This design comes from an exercise in tuning for small area and a short achievable clock period on the open sky130 flow, not from production work.
RTL that was checked went through simulation tests only; none was proved equivalent to the original.
Power is estimated from default activity; no workload was simulated.

==> flow/design.v <==
module risc24_mem_responder #(
    parameter int DEPTH_LOG2 = 8,
    parameter int LATENCY    = 2
) (
    input  logic        i_clk,
    input  logic        i_reset,
    input  logic        i_req_valid,
    input  logic        i_req_write,
    input  logic [15:0] i_req_addr,
    input  logic [15:0] i_req_wdata,
    output logic        o_req_ready,
    output logic        o_resp_valid,
    input  logic        i_resp_ready,
    output logic [15:0] o_resp_rdata,
    output logic        o_resp_err
);
    localparam int NRING = 64;
    logic [NRING-1:0][15:0] r_p0, r_p1, r_p2, r_p3;
    logic [2:0]  r_rot;
    logic [15:0] r_wdata;
    logic [7:0]  r_hi, r_wlo;
    logic [7:0]  r_nhi, r_nwlo;
    logic [3:0]  r_wsh;
    logic        r_nwc;
    logic [7:0]  r_sel_lo0;
    logic [7:0]  r_sel_lo2;
    logic        r_hold;
    logic        r_inv_now;
    logic        r_rd;
    logic        r_cap_w1;
    logic        r_tap;
    logic        r_rinv;
    logic        r_req_ready;
    logic        r_w1;
    logic        r_w2;
    logic        r_resp_valid;
    logic [15:0] r_rdata;
    logic        w_accept;
    logic [2:0]  w_nrot;
    logic [2:0]  w_npos;
    logic [2:0]  w_cpos;
    logic [1:0]  w_wk;
    logic        w_c0, w_c1;
    logic        w_tap_n;
    logic [7:0]  w_hi, w_lo;
    logic [3:0]  w_wsh_n;
    logic [NRING-1:0] w_we, w_keep;
    logic [15:0] w_tap_data;
    assign w_accept = r_req_ready && i_req_valid && !i_reset;
    assign w_nrot  = r_rot;
    assign w_c0    = i_req_addr[0] & w_nrot[0];
    assign w_c1    = (i_req_addr[1] & w_nrot[1]) | (w_c0 & (i_req_addr[1] ^ w_nrot[1]));
    assign w_npos  = {w_nrot[2] ^ w_c1, i_req_addr[1] ^ w_nrot[1] ^ w_c0, i_req_addr[0] ^ w_nrot[0]};
    assign w_cpos  = {w_npos[2] ^ (w_npos[1] & w_npos[0]), w_npos[1] ^ w_npos[0], 1'b0};
    assign w_tap_n = w_cpos[1];
    assign w_hi    = 8'h01 << i_req_addr[7:5];
    assign w_lo    = 8'h01 << i_req_addr[4:2];
    assign w_wk    = ~w_npos[1:0];
    assign w_wsh_n = {4{i_req_write}} & {w_wk == 2'd3, w_wk == 2'd2, w_wk == 2'd1, w_wk == 2'd0};
    always_comb begin
        for (int r = 0; r < NRING; r++) begin
            w_we[r]   = r_wsh[0] && r_hi[r/8] && r_wlo[r%8];
            w_keep[r] = r_nwc || r_nhi[r/8] || r_nwlo[r%8];
        end
    end
    always_ff @(posedge i_clk) begin
        r_rot <= r_rot + 3'd1;
        for (int r = 0; r < NRING; r++) begin
            r_p0[r] <= ~(({16{w_we[r]}} & r_wdata) | ({16{w_keep[r]}} & r_p3[r]));
            r_p1[r] <= r_p0[r];
            r_p2[r] <= r_p1[r];
            r_p3[r] <= r_p2[r];
        end
    end
    always_ff @(posedge i_clk) begin
        if (w_accept) begin
            r_wdata   <= i_req_wdata ^ {16{w_npos[2]}};
            r_hi      <= w_hi;
            r_nhi     <= ~w_hi;
            r_wlo     <= w_lo;
            r_nwlo    <= ~w_lo;
            r_wsh     <= w_wsh_n;
            r_nwc     <= !w_wsh_n[0];
            r_rd      <= !i_req_write;
            r_cap_w1  <= !w_npos[0];
            r_tap     <= w_tap_n;
            r_rinv    <= w_cpos[2];
        end else begin
            r_wsh     <= {1'b0, r_wsh[3:1]};
            r_nwc     <= !r_wsh[1];
        end
    end
    always_ff @(posedge i_clk) begin
        if (w_accept) begin
            r_sel_lo0 <= (!i_req_write && !w_npos[0] && !w_tap_n) ? w_lo : 8'h00;
            r_sel_lo2 <= (!i_req_write && !w_npos[0] &&  w_tap_n) ? w_lo : 8'h00;
            r_hold    <= i_req_write ? 1'b0 : w_npos[0];
            r_inv_now <= !i_req_write && !w_npos[0] && w_cpos[2];
        end else if (r_w1) begin
            r_sel_lo0 <= (r_rd && !r_cap_w1 && !r_tap) ? r_wlo : 8'h00;
            r_sel_lo2 <= (r_rd && !r_cap_w1 &&  r_tap) ? r_wlo : 8'h00;
            r_hold    <= !(r_rd && !r_cap_w1);
            r_inv_now <= r_rd && !r_cap_w1 && r_rinv;
        end else begin
            r_sel_lo0 <= 8'h00;
            r_sel_lo2 <= 8'h00;
            r_hold    <= 1'b1;
            r_inv_now <= 1'b0;
        end
    end
    always_comb begin
        w_tap_data = 16'h0000;
        for (int r = 0; r < NRING; r++) begin
            w_tap_data = w_tap_data | ({16{r_hi[r/8] && r_sel_lo0[r%8]}} & r_p0[r])
                                    | ({16{r_hi[r/8] && r_sel_lo2[r%8]}} & r_p2[r]);
        end
    end
    always_ff @(posedge i_clk) begin
        r_rdata <= (w_tap_data ^ {16{r_inv_now}}) | ({16{r_hold}} & r_rdata);
    end
    always_ff @(posedge i_clk or posedge i_reset) begin
        if (i_reset) begin
            r_req_ready  <= 1'b1;
            r_w1         <= 1'b0;
            r_w2         <= 1'b0;
            r_resp_valid <= 1'b0;
        end else begin
            r_w1 <= w_accept;
            r_w2 <= r_w1;
            if (w_accept) begin
                r_req_ready <= 1'b0;
            end else if (r_resp_valid && i_resp_ready) begin
                r_req_ready <= 1'b1;
            end
            if (r_w2) begin
                r_resp_valid <= 1'b1;
            end else if (i_resp_ready) begin
                r_resp_valid <= 1'b0;
            end
        end
    end
    assign o_req_ready  = r_req_ready;
    assign o_resp_valid = r_resp_valid;
    assign o_resp_rdata = r_rdata;
    assign o_resp_err   = 1'b0;
endmodule
clock: 8.0 ns
lec_check: 0
cap_margin: 20
core_margin: 2
core_utilization: 40
cts_cluster_diameter: 60
cts_cluster_size: 25
setup_slack_margin: 4.9
slew_margin: 20
run.sh (not shown) runs the stock make flow with config.mk's settings and CLKGATE_MAP_FILE= SYNTH_SCRIPT=/design/flow/synth_recipe.tcl, a recipe that flattens the netlist after the stock synthesis.
Change:
- SETUP_SLACK_MARGIN: 4.9 -> 5.0
Effect: The changed run ran to the end with no violations. Via count went up by 1.5%. Core utilization went up by 0.25 points. Clock-buffer cell count went down by 1. Clock skew went up by 13 ps. Synthesized cell count is unchanged. Flip-flop and latch count is unchanged. Worst hold slack degrades by 23 ps. Area after synthesis is unchanged.

risc24_mem_responder, a different RTL version from the one above (not shown whole).
Size in the first run: about 8,000 cells after synthesis, roughly 56 I/O pins, ~110,000 um^2 of cells after synthesis.
export LEC_CHECK = 0
export CAP_MARGIN = 20
export CORE_MARGIN = 2
export CORE_UTILIZATION = 40
export CTS_CLUSTER_DIAMETER = 60
export CTS_CLUSTER_SIZE = 25
export SETUP_SLACK_MARGIN = 4.9
export SLEW_MARGIN = 20
create_clock -name core_clock -period 8.0 [get_ports {i_clk}]
The starting point finished with timing, DRC and antenna clean.
Then changed:
Settings changed: CORE_UTILIZATION 40 to 55, SETUP_SLACK_MARGIN 4.9 to 5.0.
- clock power barely changes
- final area went down slightly
- die area went down by a quarter to a third
- worst setup slack got worse by 0.22 ns
- register-to-register slack is worse by 0.22 ns
- total power decreases slightly
- final cell count decreases by a little under a tenth
- area after synthesis stays the same
- via count came out higher by a few percent
- routed wire length came out higher slightly
No run of this note included a check of the RTL's function; only the layout flow was run.

Another version of the RTL of risc24_mem_responder (not shown whole).
For scale: roughly 7800 cells after synthesis, ~4200 flip-flops, roughly 56 I/O pins, roughly 0.11 mm^2 of cells after synthesis.
Settings: LEC_CHECK=0, CAP_MARGIN=20, CORE_MARGIN=2, CORE_UTILIZATION=40, CTS_CLUSTER_DIAMETER=60, CTS_CLUSTER_SIZE=25, SETUP_SLACK_MARGIN=4.9, SLEW_MARGIN=20; clock period 8.0 ns.
Rerun with:
CORE_UTILIZATION = 55   (was 40)
SETUP_SLACK_MARGIN = 5.0   (was 4.9)
The new run ran to the end with no violations.
Count of clock-buffer cells in the layout came out lower by 9.
Hold slack is worse by 0.0058 ns.
Setup slack is better by 0.17 ns.
Routed wire length shrinks by 1.0%.
Global-route usage rose by 9.9 points.
Synthesized cell count does not change.
Sequential power is about the same.
Synthesized area does not change.
Sequential share of layout area climbs by 0.31 points.
Power increases by 0.77%.
Function was not checked in any run of this note: the RTL went through the layout flow alone.

Setup of run C:
Another version of the RTL of risc24_mem_responder (not shown whole).
For scale: roughly 7700 cells after synthesis, ~4200 flip-flops, roughly 56 I/O pins.
make LEC_CHECK=0 CAP_MARGIN=20 CORE_MARGIN=2 CORE_UTILIZATION=40 SETUP_SLACK_MARGIN=4.6 SLEW_MARGIN=20 finish   # period 8.0 ns
[inputs] run Z vs run C
diff --git a/flow/config.mk b/flow/config.mk
--- a/flow/config.mk
+++ b/flow/config.mk
@@ -10,2 +10,3 @@
 export CORE_UTILIZATION = 40
+export CTS_BUF_LIST = sky130_fd_sc_hd__clkbuf_8 sky130_fd_sc_hd__clkbuf_4
 export SETUP_SLACK_MARGIN = 4.6
## What came out
Run Z was carried through to the last stage, and its layout satisfied the timing, DRC and antenna checks.
Changes observed in run Z relative to run C: sequential share of layout area +0.27 points; total wire length +about 0.9%; global routing usage on met2 ~0 delta; gate count after technology mapping ~0 delta; design area -510 um2.
Post-cts repair resize count came out higher on run Z than on run C.

== main ==
Another version of the RTL of risc24_mem_responder (not shown whole).
For scale: roughly 4300 flip-flops.
export LEC_CHECK = 0
export CAP_MARGIN = 20
export CORE_MARGIN = 2
export CORE_UTILIZATION = 40
export CTS_CLUSTER_DIAMETER = 60
export CTS_CLUSTER_SIZE = 25
export SETUP_SLACK_MARGIN = 4.9
export SLEW_MARGIN = 20
create_clock -name core_clock -period 8.0 [get_ports {i_clk}]
Relative to main, the following input files were edited for the feature branch:
Settings: a change of SETUP_SLACK_MARGIN from 4.9 to 5.0.
### Flow results
Summary of the feature branch over main: part of the cycle the worst path needs lower, via count held.
Diff main -> the feature branch | met1 wire length | up by a few percent
Path length in cells of the critical path ended up 2 higher on the feature branch than on main.
[diff] relative max-transition margin, the feature branch relative to main: regression
Startpoint of the worst setup timing path = r_sel0[32]: the feature branch; startpoint of the worst setup timing path = r_sel0[26]: main
On the feature branch: register-to-register slack is 0.13 ns higher than what main gave.
Wire: the feature branch routes more than main
Between main and the feature branch, the total power is lower for main.
Sequential power share down 0.2 points in the feature branch wrt main

afterwards: timing with drivers on the ports:
The results above use ideal ports. As a check the final layouts listed here were re-extracted and re-timed, cells and wires unchanged.
Step 1 (the two cells are an assumption about what drives the block):
set clk [get_ports {i_clk}]
set_driving_cell -lib_cell sky130_fd_sc_hd__clkbuf_16 $clk
set_driving_cell -lib_cell sky130_fd_sc_hd__buf_2 [delete_from_list [all_inputs] $clk]
Step 2 times the ports against the registers' clock, not the clock port: input delays grow and output delays shrink by t, the midpoint of the rising clock arrivals with the driver on.
a / b / c = no drivers / after step 1 / after step 2; a / b = the first two.
| run | shift t [ns] | setup WS [ns] | worst register clock-pin slew, ns |
|---|---|---|---|
| the first run of note 1 | 0.976 | 4.748 / 4.748 / 4.146 | 0.10 / 0.10 |
| the second run of note 1 | 0.956 | 4.872 / 4.777 / 4.131 | 0.10 / 0.10 |
| the first run of note 2 | 1.028 | 4.649 / 4.649 / 4.127 | 0.10 / 0.10 |
| the second run of note 2 | 1.001 | 4.429 / 4.429 / 4.365 | 0.10 / 0.10 |
| the first run of note 3 | 0.991 | 4.560 / 4.560 / 4.148 | 0.10 / 0.10 |
| the second run of note 3 | 0.970 | 4.734 / 4.702 / 4.258 | 0.10 / 0.10 |
| run C | 1.010 | 4.441 / 4.429 / 3.997 | 0.07 / 0.07 |
| run Z | 1.148 | 4.231 / 4.143 / 4.038 | 0.07 / 0.07 |
| main | 0.977 | 4.683 / 4.683 / 4.000 | 0.10 / 0.10 |
| the feature branch | 1.008 | 4.818 / 4.744 / 3.979 | 0.10 / 0.10 |
After both steps every run listed still meets setup and hold. For the feature branch, which loses most, drivers alone change the setup slack by -0.074 ns; drivers and shift together by -0.839 ns.
